This is an optimization exercise on Yosys and OpenROAD, whose aim is small area, a short achievable clock period and few clock cycles, not a production implementation. Function was checked by simulation only, so behaviour that the tests miss may differ from the original.

==> v25 <==
Design source_text_tokenizer, start of the top module:
module source_text_tokenizer (
    input  logic        clk,
    input  logic        rst_n,
    input  logic        in_valid,
    output logic        in_stall,
    input  logic [7:0]  ch,
    input  logic        end_of_text,
    output logic        out_valid,
    input  logic        out_stall,
    output logic [5:0]  token_kind,
    output logic [19:0] start_offset,
    output logic [19:0] start_line,
    output logic [15:0] start_column,
    output logic [15:0] span_length,
    output logic        last_of_run
);
    logic        ib_v, ib_eot, consume, push, full;
    logic [7:0]  ib_ch;
    logic [stt_pkg::F_W-1:0] ib_f;
    logic [stt_pkg::TOK_W-1:0] tok, head;
    stt_back u_in (
        .clk         (clk),
        .rst_n       (rst_n),
        .in_valid    (in_valid),
        .ch          (ch),
        .end_of_text (end_of_text),
        .consume     (consume),
        .in_stall    (in_stall),
        .ib_v        (ib_v),
        .ib_ch       (ib_ch),
        .ib_eot      (ib_eot),
        .ib_f        (ib_f)
    );
    stt_front u_front (
        .clk     (clk),
        .rst_n   (rst_n),
        .ib_v    (ib_v),
        .c       (ib_ch),
        .eot     (ib_eot),
        .f       (ib_f),
        .full    (full),
        .consume (consume),
        .push    (push),
        .tok     (tok)
    );
    stt_queue u_queue (
        .clk       (clk),
        .rst_n     (rst_n),
        .push      (push),
        .wr_data   (tok),
        .out_stall (out_stall),
        .out_valid (out_valid),
        .head      (head),
        .full      (full)
    );
    assign {token_kind, start_offset, start_line, start_column, span_length, last_of_run} = head;
endmodule
make LEC_CHECK=0 ABC_AREA=1 CAP_MARGIN=20 CORE_MARGIN=2 CORE_UTILIZATION=40 SETUP_SLACK_MARGIN=5 SLEW_MARGIN=20 finish   # period 10.0 ns
run.sh (not shown) runs the stock make flow with config.mk's settings and CLKGATE_MAP_FILE= SYNTH_SCRIPT=/design/flow/synth_recipe.tcl, a recipe that flattens the netlist after the stock synthesis.
==> v37 (differences from v25) <==
--- a/flow/design.v
+++ b/flow/design.v
@@ -10,14 +10,15 @@
     localparam logic [3:0] M_PEND    = 4'd2;   
     localparam logic [3:0] M_ENDT    = 4'd3;   
     localparam logic [3:0] M_COMMENT = 4'd4;
     localparam logic [3:0] M_STRING  = 4'd5;
     localparam logic [3:0] M_WORD    = 4'd6;
     localparam logic [3:0] M_NUMBER  = 4'd7;
     localparam logic [3:0] M_CPP     = 4'd8;
+    localparam logic [3:0] M_RESET   = 4'd9;   
     localparam int TRIE_W = 7;
     localparam logic [TRIE_W-1:0] TRIE_CPP = 7'd111;
     function automatic logic [TRIE_W-1:0] trie_first(input logic [7:0] c);
         logic [TRIE_W-1:0] t;
         case (c)
             8'h66: t = 7'd1;   
             8'h63: t = 7'd2;   
@@ -249,15 +250,15 @@
     logic [19:0] off_r, off_n, off_inc;
     logic [19:0] line_r, line_n, line_inc;
     logic [15:0] col_r, col_n, col_inc;
     logic [19:0] ooff_r, ooff_n;
     logic [19:0] oline_r, oline_n;
     logic [15:0] ocol_r, ocol_n;
     logic        idle_emit, step;
-    logic        emit, relex, endpos, last, lf, flushable, prev;
+    logic        emit, relex, endpos, last, lf, prev;
     logic [5:0]  kind, pk;
     logic [15:0] len;
     assign idle_emit = mode_r == stt_pkg::M_PEND || mode_r == stt_pkg::M_ENDT;
     assign step      = (fl_r || ib_v || idle_emit) && !(emit && full);
     assign consume   = step && !fl_r && ib_v;
     assign span_inc = (span_r == 16'hFFFF) ? span_r : span_r + 16'd1;
     assign off_inc  = (off_r == 20'hFFFFF) ? off_r : off_r + 20'd1;
@@ -282,43 +283,49 @@
         emit    = 1'b0;
         relex   = 1'b0;
         endpos  = 1'b0;
         kind    = hk_r;
         len     = '0;
         last    = 1'b1;
         pk      = stt_pkg::pair_kind(hk_r, c);
-        flushable = 1'b0;
         prev    = 1'b0;
         if (fl_r)
         begin
-            emit = 1'b1;
+            emit = mode_r != stt_pkg::M_IDLE && mode_r != stt_pkg::M_COMMENT && mode_r != stt_pkg::M_RESET;
             last = 1'b0;
             case (mode_r)
                 stt_pkg::M_STRING: begin kind = stt_pkg::K_STRING; len = span_r; end
                 stt_pkg::M_WORD:   begin kind = stt_pkg::trie_kind(trie_r);
                                          len = (trie_r == stt_pkg::TRIE_CPP) ? 16'd0 : span_r; end
                 stt_pkg::M_NUMBER: begin kind = stt_pkg::K_NUMBER; len = span_r; end
                 stt_pkg::M_CPP:    begin kind = stt_pkg::K_CPP; len = span_r; end
                 default:           kind = hk_r;
             endcase
-            mode_n = stt_pkg::M_ENDT;
-            ooff_n = off_r;
+            mode_n = (mode_r == stt_pkg::M_RESET) ? stt_pkg::M_IDLE : stt_pkg::M_ENDT;
+            ooff_n  = off_r;
+            oline_n = '0;
+            ocol_n  = '0;
             off_n  = '0;
             line_n = 20'd1;
             col_n  = '0;
         end
         else if (!ib_v)
         begin
             emit   = idle_emit;
             endpos = (mode_r == stt_pkg::M_ENDT);
             kind   = endpos ? stt_pkg::K_END : hk_r;
             mode_n = stt_pkg::M_IDLE;
         end
         else
         begin
+            hk_n    = stt_pkg::single_kind(c);
+            trie_n  = stt_pkg::trie_step(trie_r, c);
+            pts_n   = pts_r | f[stt_pkg::F_DOT];
+            span_n  = span_inc;
+            depth_n = 8'd1;
             off_n  = off_inc;
             col_n  = col_inc;
             if (lf)
             begin
                 line_n = line_inc;
                 col_n  = '0;
             end
@@ -369,21 +376,18 @@
                     else
                         span_n = span_inc;
                 end
                 stt_pkg::M_WORD:
                 begin
                     if (f[stt_pkg::F_ALNUM])
                     begin
-                        trie_n = stt_pkg::trie_step(trie_r, c);
-                        span_n = span_inc;
                     end
                     else if (trie_r == stt_pkg::TRIE_CPP)
                     begin
                         mode_n  = stt_pkg::M_CPP;
-                        depth_n = 8'd1;
                         span_n  = '0;
                     end
                     else
                     begin
                         emit  = 1'b1;
                         kind  = stt_pkg::trie_kind(trie_r);
                         len   = span_r;
@@ -413,15 +417,15 @@
                         kind  = stt_pkg::K_NUMBER;
                         len   = span_r;
                         relex = 1'b1;
                     end
                 end
                 stt_pkg::M_CPP:
                 begin
-                    span_n = span_inc;
+                    depth_n = depth_r;
                     if (c == 8'h7B)
                     begin
                         if (depth_r != 8'd255) depth_n = depth_r + 8'd1;
                     end
                     else if (f[stt_pkg::F_RBRACE])
                         depth_n = depth_r - 8'd1;
                     if (f[stt_pkg::F_RBRACE] && dlow_r)
@@ -472,53 +476,40 @@
                     mode_n = stt_pkg::M_PEND;
                     last   = prev;
                 end
             end
             if (eot)
             begin
                 last = prev;
-                flushable = mode_n != stt_pkg::M_IDLE && mode_n != stt_pkg::M_COMMENT;
-                if (flushable)
-                    fl_n = 1'b1;
-                else
-                begin
-                    mode_n = stt_pkg::M_ENDT;
-                    ooff_n = off_inc;
-                    off_n  = '0;
-                    line_n = 20'd1;
-                    col_n  = '0;
-                end
+                fl_n = 1'b1;
             end
         end
     end
     assign push    = step && emit;
-    assign tok = {kind, ooff_r, endpos ? 20'd0 : oline_r, endpos ? 16'd0 : ocol_r, len, last};
+    assign tok = {kind, ooff_r, oline_r, ocol_r, len, last};
     always_ff @(posedge clk or negedge rst_n)
     begin
         if (!rst_n)
         begin
-            mode_r <= stt_pkg::M_IDLE;
-            fl_r   <= 1'b0;
-            off_r  <= '0;
-            line_r <= 20'd1;
-            col_r  <= '0;
+            mode_r <= stt_pkg::M_RESET;
+            fl_r   <= 1'b1;
         end
         else if (step)
         begin
             mode_r <= mode_n;
             fl_r   <= fl_n;
-            off_r  <= off_n;
-            line_r <= line_n;
-            col_r  <= col_n;
         end
     end
     always_ff @(posedge clk)
     begin
         if (step)
         begin
+            off_r   <= off_n;
+            line_r  <= line_n;
+            col_r   <= col_n;
             hk_r    <= hk_n;
             trie_r  <= trie_n;
             pts_r   <= pts_n;
             depth_r <= depth_n;
             dlow_r  <= depth_n <= 8'd2;
             span_r  <= span_n;
             ooff_r  <= ooff_n;
==> flow/flow/run.sh (new file) <==
#!/bin/bash
# Standard layout; ports are buffered with the smallest buffer, and timing
# repair aims 7 ns below the clock period (the SDC is unchanged)
bash standard.sh "BUFFER_PORTS_ARGS=-buffer_cell sky130_fd_sc_hd__buf_1" SETUP_SLACK_MARGIN=7 finish > standard.log 2>&1
==> flow/standard.sh (new file) <==
#!/bin/bash
# synth_recipe.tcl (not shown) runs the flow's synth.tcl, then flattens the netlist and writes it again
# the make line also repeats each setting of config.mk as NAME=value (left out here)
make -C /OpenROAD-flow-scripts/flow DESIGN_CONFIG=/design/flow/config.mk WORK_HOME=/design/flow/orfs CLKGATE_MAP_FILE= SYNTH_SCRIPT=/design/flow/synth_recipe.tcl "${@:-finish}"
==> flow/config.mk (replaced) <==
export PLATFORM = sky130hd
export DESIGN_NAME = source_text_tokenizer
export DESIGN_NICKNAME = source_text_tokenizer
export VERILOG_FILES = /design/flow/design.v
export SDC_FILE = /design/flow/constraint.sdc
export NUM_CORES = 4
export LEC_CHECK = 0
export CAP_MARGIN = 20
export CORE_MARGIN = 2
export CORE_UTILIZATION = 60
export CTS_BUF_LIST = sky130_fd_sc_hd__clkbuf_8
export SETUP_SLACK_MARGIN = 5
export SLEW_MARGIN = 20
removed: flow/run.sh
==> metrics.cfg <==
[outcome]
status=complete, no violations

[timing]
finalClockSkew_ns=0.04038

[synth]
synth.top_cells.by_count=256 x edfxtp_1, 145 x nor2_1, 129 x nand2_1
syn-num-nets=1503
synthTopCellsByArea=edfxtp_1 51%, nor2_1 3.6%, nand2_1 3.2%
synth_mux_area_share_pct=1.055

[detailed_routing]
viasPerCell=6.907

[worst_setup_path]
crit_cells=1

[global_route]
first_global_vias=12586

[cells_and_area]
stdcell_count=2006

# the run above: v37

==> metrics.cfg <==
[cells_and_area]
stdcell_count=2780

[outcome]
status=complete, no violations

[timing]
finalClockSkew_ns=0.009706

[synth]
synthTopCellsByArea=edfxtp_1 36%, nand2_1 11%, dfrtp_1 9.5%
synth_mux_area_share_pct=0.06805
synth.top_cells.by_count=466 x nand2_1, 329 x inv_1, 230 x nor2_1
syn-num-nets=2159

[global_route]
first_global_vias=14708

[worst_setup_path]
crit_cells=15

[detailed_routing]
viasPerCell=5.551

# the run above: v25

Testbench counts of v25, summed over its fixed seeds: cycles 18,522.
Testbench counts of v37, summed over its fixed seeds: cycles 18,569.

separate check: timing with driven ports:
Ports are ideal in the flow. The routed layouts listed here were re-timed in OpenROAD. Step 1, drivers: a clkbuf_16 drives clk and a buf_2 each remaining input, both assumed. Step 2 also shifts input and output timing later by t, the mid clock arrival at the registers, as if the neighbouring blocks saw the same clock. Three values: ideal, step 1, step 2; two values: the first two.
run | t, ns | setup WS [ns] | hold slack, ns | latest minus earliest clock arrival (ns) | worst register clock-pin slew, ns
v25 | 0.631 | 5.318 / 5.318 / 5.318 | 0.449 / 0.449 / 0.449 | 0.011 / 0.011 | 0.07 / 0.07
v37 | 0.598 | 6.847 / 6.804 / 6.367 | 0.408 / 0.408 / 0.408 | 0.041 / 0.040 | 0.07 / 0.07
After both steps setup and hold are still met in every run listed. The setup slack of v37, which loses most, moves by -0.043 ns with the drivers and by -0.480 ns with both steps.
